What follows belongs to an exercise in optimizing a design on an open flow for small area and a short achievable clock period; a production flow would make more cautious choices. Function was checked by simulation only, so behaviour that the tests miss may differ from the original.

Setup of red:
==> flow/design.v (excerpt) <==
module ddc_core
(
    input  logic        ADC_CLK,
    input  logic        RST_N,
    input  logic [11:0] ADC_IN,
    input  logic        ENC_SW,
    input  logic        ENC_DIR,
    input  logic        ENC_CNT,
    input  logic        ENC_CLK,
    input  logic        DATA_ACK,
    output logic [15:0] OUT,
    output logic        DATA_RDY
);
==> flow/config.mk <==
export PLATFORM = sky130hd
export DESIGN_NAME = ddc_core
export DESIGN_NICKNAME = ddc_core
export VERILOG_FILES = /design/flow/design.v
export SDC_FILE = /design/flow/constraint.sdc
export NUM_CORES = 4
export LEC_CHECK = 0
export ABC_AREA = 1
export CAP_MARGIN = 20
export CORE_MARGIN = 2
export CORE_UTILIZATION = 40
export CTS_CLUSTER_DIAMETER = 75
export CTS_CLUSTER_SIZE = 26
export SLEW_MARGIN = 20
==> flow/constraint.sdc <==
create_clock -name core_clock -period 8.0 [get_ports {ADC_CLK}]
set_input_delay 1.6000 -clock core_clock [delete_from_list [all_inputs] [get_ports {ADC_CLK}]]
set_output_delay 1.6000 -clock core_clock [all_outputs]
set_load 0.01 [all_outputs]
standard.sh (not shown) runs the stock make flow with config.mk's settings and CLKGATE_MAP_FILE= SYNTH_SCRIPT=/design/flow/synth_recipe.tcl, a recipe that flattens the netlist after the stock synthesis.
==> flow/flow/run.sh <==
#!/bin/bash
# Own layout flow: the standard ORFS flow (standard.sh, unchanged synthesis script and
# constraints) with a few extra ORFS settings:
#  - port buffers are buf_4 cells instead of the default pick,
#  - the resizer may swap cells across footprints,
#  - timing repair aims at a larger setup margin.
set -euo pipefail
bash standard.sh \
  "SETUP_SLACK_MARGIN=${MARGIN:-5.2}" \
  "MATCH_CELL_FOOTPRINT=0" \
  "BUFFER_PORTS_ARGS=-buffer_cell sky130_fd_sc_hd__buf_4" \
  finish > standard_flow.log 2>&1
red finished every stage and its layout cleared the timing, DRC and antenna checks.
Inputs modified between red and blue:
diff --git a/flow/flow/run.sh b/flow/flow/run.sh
--- a/flow/flow/run.sh
+++ b/flow/flow/run.sh
@@ -8,3 +8,3 @@
 bash standard.sh \
-  "SETUP_SLACK_MARGIN=${MARGIN:-5.2}" \
+  "SETUP_SLACK_MARGIN=${MARGIN:-5.05}" \
   "MATCH_CELL_FOOTPRINT=0" \
The worst hold slack across all endpoints number comes out lower for blue vs red.
Looking at beginning of the critical path, the x_q[7] result is from blue; the x_q[3] one comes from red.
Re core utilization: blue and red aren't equal, and the lower value belongs to blue.

== P ==
ddc_core, a different RTL version from the one above (not shown whole).
Size in the first run: about 5,300 cells after synthesis, roughly 670 flip-flops, about 36 I/O pins.
==> flow/config.mk <==
export PLATFORM = sky130hd
export DESIGN_NAME = ddc_core
export DESIGN_NICKNAME = ddc_core
export VERILOG_FILES = /design/flow/design.v
export SDC_FILE = /design/flow/constraint.sdc
export NUM_CORES = 4
export LEC_CHECK = 0
export ABC_AREA = 1
export CAP_MARGIN = 20
export CORE_MARGIN = 2
export CORE_UTILIZATION = 40
export CTS_CLUSTER_DIAMETER = 60
export CTS_CLUSTER_SIZE = 20
export SLEW_MARGIN = 20
==> flow/constraint.sdc <==
create_clock -name core_clock -period 8.0 [get_ports {ADC_CLK}]
set_input_delay 1.6000 -clock core_clock [delete_from_list [all_inputs] [get_ports {ADC_CLK}]]
set_output_delay 1.6000 -clock core_clock [all_outputs]
set_load 0.01 [all_outputs]
==> flow/flow/run.sh <==
#!/bin/bash
# Own layout flow: the standard ORFS flow (standard.sh, unchanged synthesis script and
# constraints) with a few extra ORFS settings:
#  - port buffers are buf_4 cells instead of the default pick,
#  - the resizer may swap cells across footprints,
#  - timing repair aims at a larger setup margin.
set -euo pipefail
bash standard.sh \
  "SETUP_SLACK_MARGIN=${MARGIN:-5.1}" \
  "MATCH_CELL_FOOTPRINT=0" \
  "BUFFER_PORTS_ARGS=-buffer_cell sky130_fd_sc_hd__buf_4" \
  finish > standard_flow.log 2>&1
For Q, these inputs were changed with respect to P:
==> flow/run.sh (new file) <==
#!/bin/bash
# synth_recipe.tcl (not shown) runs the flow's synth.tcl, then flattens the netlist and writes it again
# the make line also repeats each setting of config.mk as NAME=value (left out here)
make -C /OpenROAD-flow-scripts/flow DESIGN_CONFIG=/design/flow/config.mk WORK_HOME=/design/flow/orfs CLKGATE_MAP_FILE= SYNTH_SCRIPT=/design/flow/synth_recipe.tcl finish
--- a/flow/config.mk
+++ b/flow/config.mk
@@ -10,5 +10,5 @@
 export CORE_MARGIN = 2
-export CORE_UTILIZATION = 40
-export CTS_CLUSTER_DIAMETER = 60
-export CTS_CLUSTER_SIZE = 20
+export CORE_UTILIZATION = 60
+export PLACE_DENSITY = 0.75
+export SETUP_SLACK_MARGIN = 5
 export SLEW_MARGIN = 20
removed: flow/flow/run.sh
removed: flow/standard.sh
--- outcome ---
Q closes out successfully: all stages finished, all timing, DRC and antenna checks passed.
Delta (Q minus P): overall routed net length has decreased.
In the metrics for Q and P, the one carrying the lower floorplan core area is Q.

Another version of the RTL of ddc_core (not shown whole).
For scale: roughly 5,800 cells after synthesis, about 670 flip-flops, ~36 I/O pins.
Settings: LEC_CHECK=0, ABC_AREA=1, CAP_MARGIN=20, CORE_MARGIN=2, CORE_UTILIZATION=40, SETUP_SLACK_MARGIN=4, SLEW_MARGIN=20; clock period 8.0 ns.
run.sh (not shown) runs the stock make flow with config.mk's settings and CLKGATE_MAP_FILE= SYNTH_SCRIPT=/design/flow/synth_recipe.tcl, a recipe that flattens the netlist after the stock synthesis.
Stock flow here: none of the scripts above is used.
The first run passed the timing, DRC and antenna checks.
==> next run, changes <==
==> flow/flow/run.sh (new file) <==
#!/bin/bash
# Own layout flow: the standard ORFS flow (standard.sh, unchanged synthesis script and
# constraints) with a few extra ORFS settings:
#  - port buffers are buf_4 cells instead of the default pick,
#  - the resizer may swap cells across footprints,
#  - timing repair aims at a larger setup margin.
set -euo pipefail
bash standard.sh \
  "SETUP_SLACK_MARGIN=${MARGIN:-5.25}" \
  "MATCH_CELL_FOOTPRINT=0" \
  "BUFFER_PORTS_ARGS=-buffer_cell sky130_fd_sc_hd__buf_4" \
  finish > standard_flow.log 2>&1
==> flow/standard.sh (new file) <==
#!/bin/bash
# synth_recipe.tcl (not shown) runs the flow's synth.tcl, then flattens the netlist and writes it again
# the make line also repeats each setting of config.mk as NAME=value (left out here)
make -C /OpenROAD-flow-scripts/flow DESIGN_CONFIG=/design/flow/config.mk WORK_HOME=/design/flow/orfs CLKGATE_MAP_FILE= SYNTH_SCRIPT=/design/flow/synth_recipe.tcl "${@:-finish}"
- SETUP_SLACK_MARGIN: 4 -> unset
removed: flow/run.sh
After rerunning: The changed run ran to the end with no violations. Die area stays the same. Cell count climbs by 2.0%. Cell area is higher by 4.1%. Flip-flop and latch count does not change.
==> next run, changes <==
==> flow/run.sh (new file) <==
#!/bin/bash
# synth_recipe.tcl (not shown) runs the flow's synth.tcl, then flattens the netlist and writes it again
# the make line also repeats each setting of config.mk as NAME=value (left out here)
make -C /OpenROAD-flow-scripts/flow DESIGN_CONFIG=/design/flow/config.mk WORK_HOME=/design/flow/orfs CLKGATE_MAP_FILE= SYNTH_SCRIPT=/design/flow/synth_recipe.tcl finish
- SETUP_SLACK_MARGIN: unset -> 5
removed: flow/flow/run.sh
removed: flow/standard.sh
What happened:
- The changed run went through all stages and came out clean
- wire length came out lower by 3.6%
- die area is unchanged
- critical path depth grows by 6
- final area shrinks by 2.9%
- hold slack barely changes
- area after synthesis stays the same
- global-route usage came out lower by 0.43 points
- sequential cell count is unchanged

ddc_core with an RTL version that a note above also has.
Size: ~5,300 cells after synthesis, roughly 670 flip-flops, about 36 I/O pins.
export LEC_CHECK = 0
export ABC_AREA = 1
export CAP_MARGIN = 20
export CORE_MARGIN = 2
export CORE_UTILIZATION = 40
export CTS_CLUSTER_DIAMETER = 80
export CTS_CLUSTER_SIZE = 30
export SLEW_MARGIN = 20
create_clock -name core_clock -period 8.0 [get_ports {ADC_CLK}]
standard.sh (not shown) runs the stock make flow with config.mk's settings and CLKGATE_MAP_FILE= SYNTH_SCRIPT=/design/flow/synth_recipe.tcl, a recipe that flattens the netlist after the stock synthesis.
==> flow/flow/run.sh <==
#!/bin/bash
# Own layout flow: the standard ORFS flow (standard.sh, unchanged synthesis script and
# constraints) with a few extra ORFS settings:
#  - port buffers are buf_4 cells instead of the default pick,
#  - the resizer may swap cells across footprints,
#  - timing repair aims at a larger setup margin.
set -euo pipefail
bash standard.sh \
  "SETUP_SLACK_MARGIN=${MARGIN:-5.25}" \
  "MATCH_CELL_FOOTPRINT=0" \
  "BUFFER_PORTS_ARGS=-buffer_cell sky130_fd_sc_hd__buf_4" \
  finish > standard_flow.log 2>&1
Change:
- CORE_UTILIZATION: 40 -> 60
- CTS_CLUSTER_DIAMETER: 80 -> unset
- CTS_CLUSTER_SIZE: 30 -> unset
- PLACE_DENSITY: unset -> 0.75
What happened: The changed run completed with no timing, DRC or antenna violations; die area decreases by 33%; clock skew came out lower by 0.015 ns; via count increases by 2.2%; clock-buffer cell count grows by 66.
Change:
- CORE_UTILIZATION: 60 -> 40
- PLACE_DENSITY: 0.75 -> unset
After rerunning: Sequential share of layout area decreases by 0.56 points. Core utilization came out lower by 22 points. Routed wire length rose by 0.64%. Synthesized area does not change.

Another version of the RTL of ddc_core (not shown whole).
Size in the first run: about 4800 cells after synthesis, about 36 I/O pins, ~42000 um^2 of cells after synthesis.
export LEC_CHECK = 0
export ABC_AREA = 1
export CAP_MARGIN = 20
export CORE_MARGIN = 2
export CORE_UTILIZATION = 40
export CTS_CLUSTER_DIAMETER = 75
export CTS_CLUSTER_SIZE = 26
export SLEW_MARGIN = 20
create_clock -name core_clock -period 8.0 [get_ports {ADC_CLK}]
==> flow/flow/run.sh <==
#!/bin/bash
# Own layout flow: the standard ORFS flow (standard.sh, unchanged synthesis script and
# constraints) with a few extra ORFS settings:
#  - port buffers are buf_4 cells instead of the default pick,
#  - the resizer may swap cells across footprints,
#  - timing repair aims at a larger setup margin.
set -euo pipefail
bash standard.sh \
  "SETUP_SLACK_MARGIN=${MARGIN:-5.05}" \
  "MATCH_CELL_FOOTPRINT=0" \
  "BUFFER_PORTS_ARGS=-buffer_cell sky130_fd_sc_hd__buf_4" \
  finish > standard_flow.log 2>&1
Edit:
--- a/flow/flow/run.sh
+++ b/flow/flow/run.sh
@@ -8,3 +8,3 @@
 bash standard.sh \
-  "SETUP_SLACK_MARGIN=${MARGIN:-5.05}" \
+  "SETUP_SLACK_MARGIN=${MARGIN:-5.35}" \
   "MATCH_CELL_FOOTPRINT=0" \
What happened: Hold slack is better by 0.0057 ns; wire length went up by 8.6%; synthesized cell count is unchanged; critical path depth increases by 10.
Edit:
--- a/flow/flow/run.sh
+++ b/flow/flow/run.sh
@@ -8,3 +8,3 @@
 bash standard.sh \
-  "SETUP_SLACK_MARGIN=${MARGIN:-5.35}" \
+  "SETUP_SLACK_MARGIN=${MARGIN:-4.9}" \
   "MATCH_CELL_FOOTPRINT=0" \
- maximum frequency went down by 7.8%
- global-route usage went down by 0.72 points
- setup slack got worse by 0.24 ns
- synthesized cell count stays the same
- cell count came out lower by about 4%
Edit:
--- a/flow/flow/run.sh
+++ b/flow/flow/run.sh
@@ -8,3 +8,3 @@
 bash standard.sh \
-  "SETUP_SLACK_MARGIN=${MARGIN:-4.9}" \
+  "SETUP_SLACK_MARGIN=${MARGIN:-5.25}" \
   "MATCH_CELL_FOOTPRINT=0" \
Effect: Utilization is higher by 2.6 points; cell area grows by 5.9%; routed wire length increases by about 3.5%; critical path depth came out lower by 7; worst setup slack gets better by 0.20 ns; die area stays the same; non-clock buffer count climbs by 141; sequential share of layout area decreases by 1.8 points; global-route usage is higher by 0.22 points.

## static timing again, ports no longer ideal
The flow's constraints put no driver on any port. The routed layouts listed below were extracted and timed again, unchanged, in two steps. Step 1: set_driving_cell puts a clkbuf_16 on ADC_CLK and a buf_2 on each other input, an assumption about the parent block. Step 2, shift: input delay + t, output delay - t, t = (earliest + latest rising clock arrival at the registers) / 2. This alone moves slack from input paths to output paths. Slacks: ideal / step 1 / step 2; pairs: ideal / step 1.
run | shift t [ns] | slack for setup (ns) | latest minus earliest clock arrival (ns) | slew at the worst register clock pin (ns) | worst slew at a driven data input, ns
red | 0.677 | 5.192 / 5.125 / 4.843 | 0.028 / 0.027 | 0.11 / 0.11 | 0.05
blue | 0.679 | 5.123 / 5.105 / 4.760 | 0.048 / 0.049 | 0.10 / 0.10 | 0.08
P | 0.710 | 5.147 / 5.103 / 4.775 | 0.058 / 0.058 | 0.08 / 0.08 | 0.06
Q | 0.680 | 5.015 / 4.963 / 4.515 | 0.038 / 0.038 | 0.07 / 0.07 | 0.06
the first run of note 3 | 0.710 | 4.427 / 4.427 / 4.267 | 0.032 / 0.032 | 0.06 / 0.06 | 0.07
the second run of note 3 | 0.712 | 5.159 / 5.094 / 4.934 | 0.025 / 0.025 | 0.06 / 0.06 | 0.06
the third run of note 3 | 0.711 | 5.053 / 4.991 / 4.423 | 0.032 / 0.032 | 0.06 / 0.06 | 0.07
the first run of note 4 | 0.702 | 5.188 / 5.124 / 4.807 | 0.057 / 0.058 | 0.12 / 0.12 | 0.07
the second run of note 4 | 0.683 | 5.158 / 5.136 / 4.803 | 0.039 / 0.038 | 0.06 / 0.06 | 0.06
the third run of note 4 | 0.704 | 5.203 / 5.139 / 4.791 | 0.031 / 0.031 | 0.06 / 0.06 | 0.07
the first run of note 5 | 0.679 | 5.146 / 5.128 / 4.734 | 0.036 / 0.036 | 0.10 / 0.10 | 0.07
the second run of note 5 | 0.690 | 5.212 / 5.148 / 4.885 | 0.031 / 0.031 | 0.10 / 0.10 | 0.06
the third run of note 5 | 0.677 | 4.976 / 4.976 / 4.669 | 0.040 / 0.041 | 0.11 / 0.11 | 0.05
the fourth run of note 5 | 0.705 | 5.181 / 5.113 / 4.861 | 0.052 / 0.051 | 0.10 / 0.10 | 0.05
After both steps every run listed still meets setup and hold. The setup slack of the third run of note 3, which loses most, moves by -0.062 ns with the drivers and by -0.630 ns with both steps. Setup slack includes reset recovery checks.
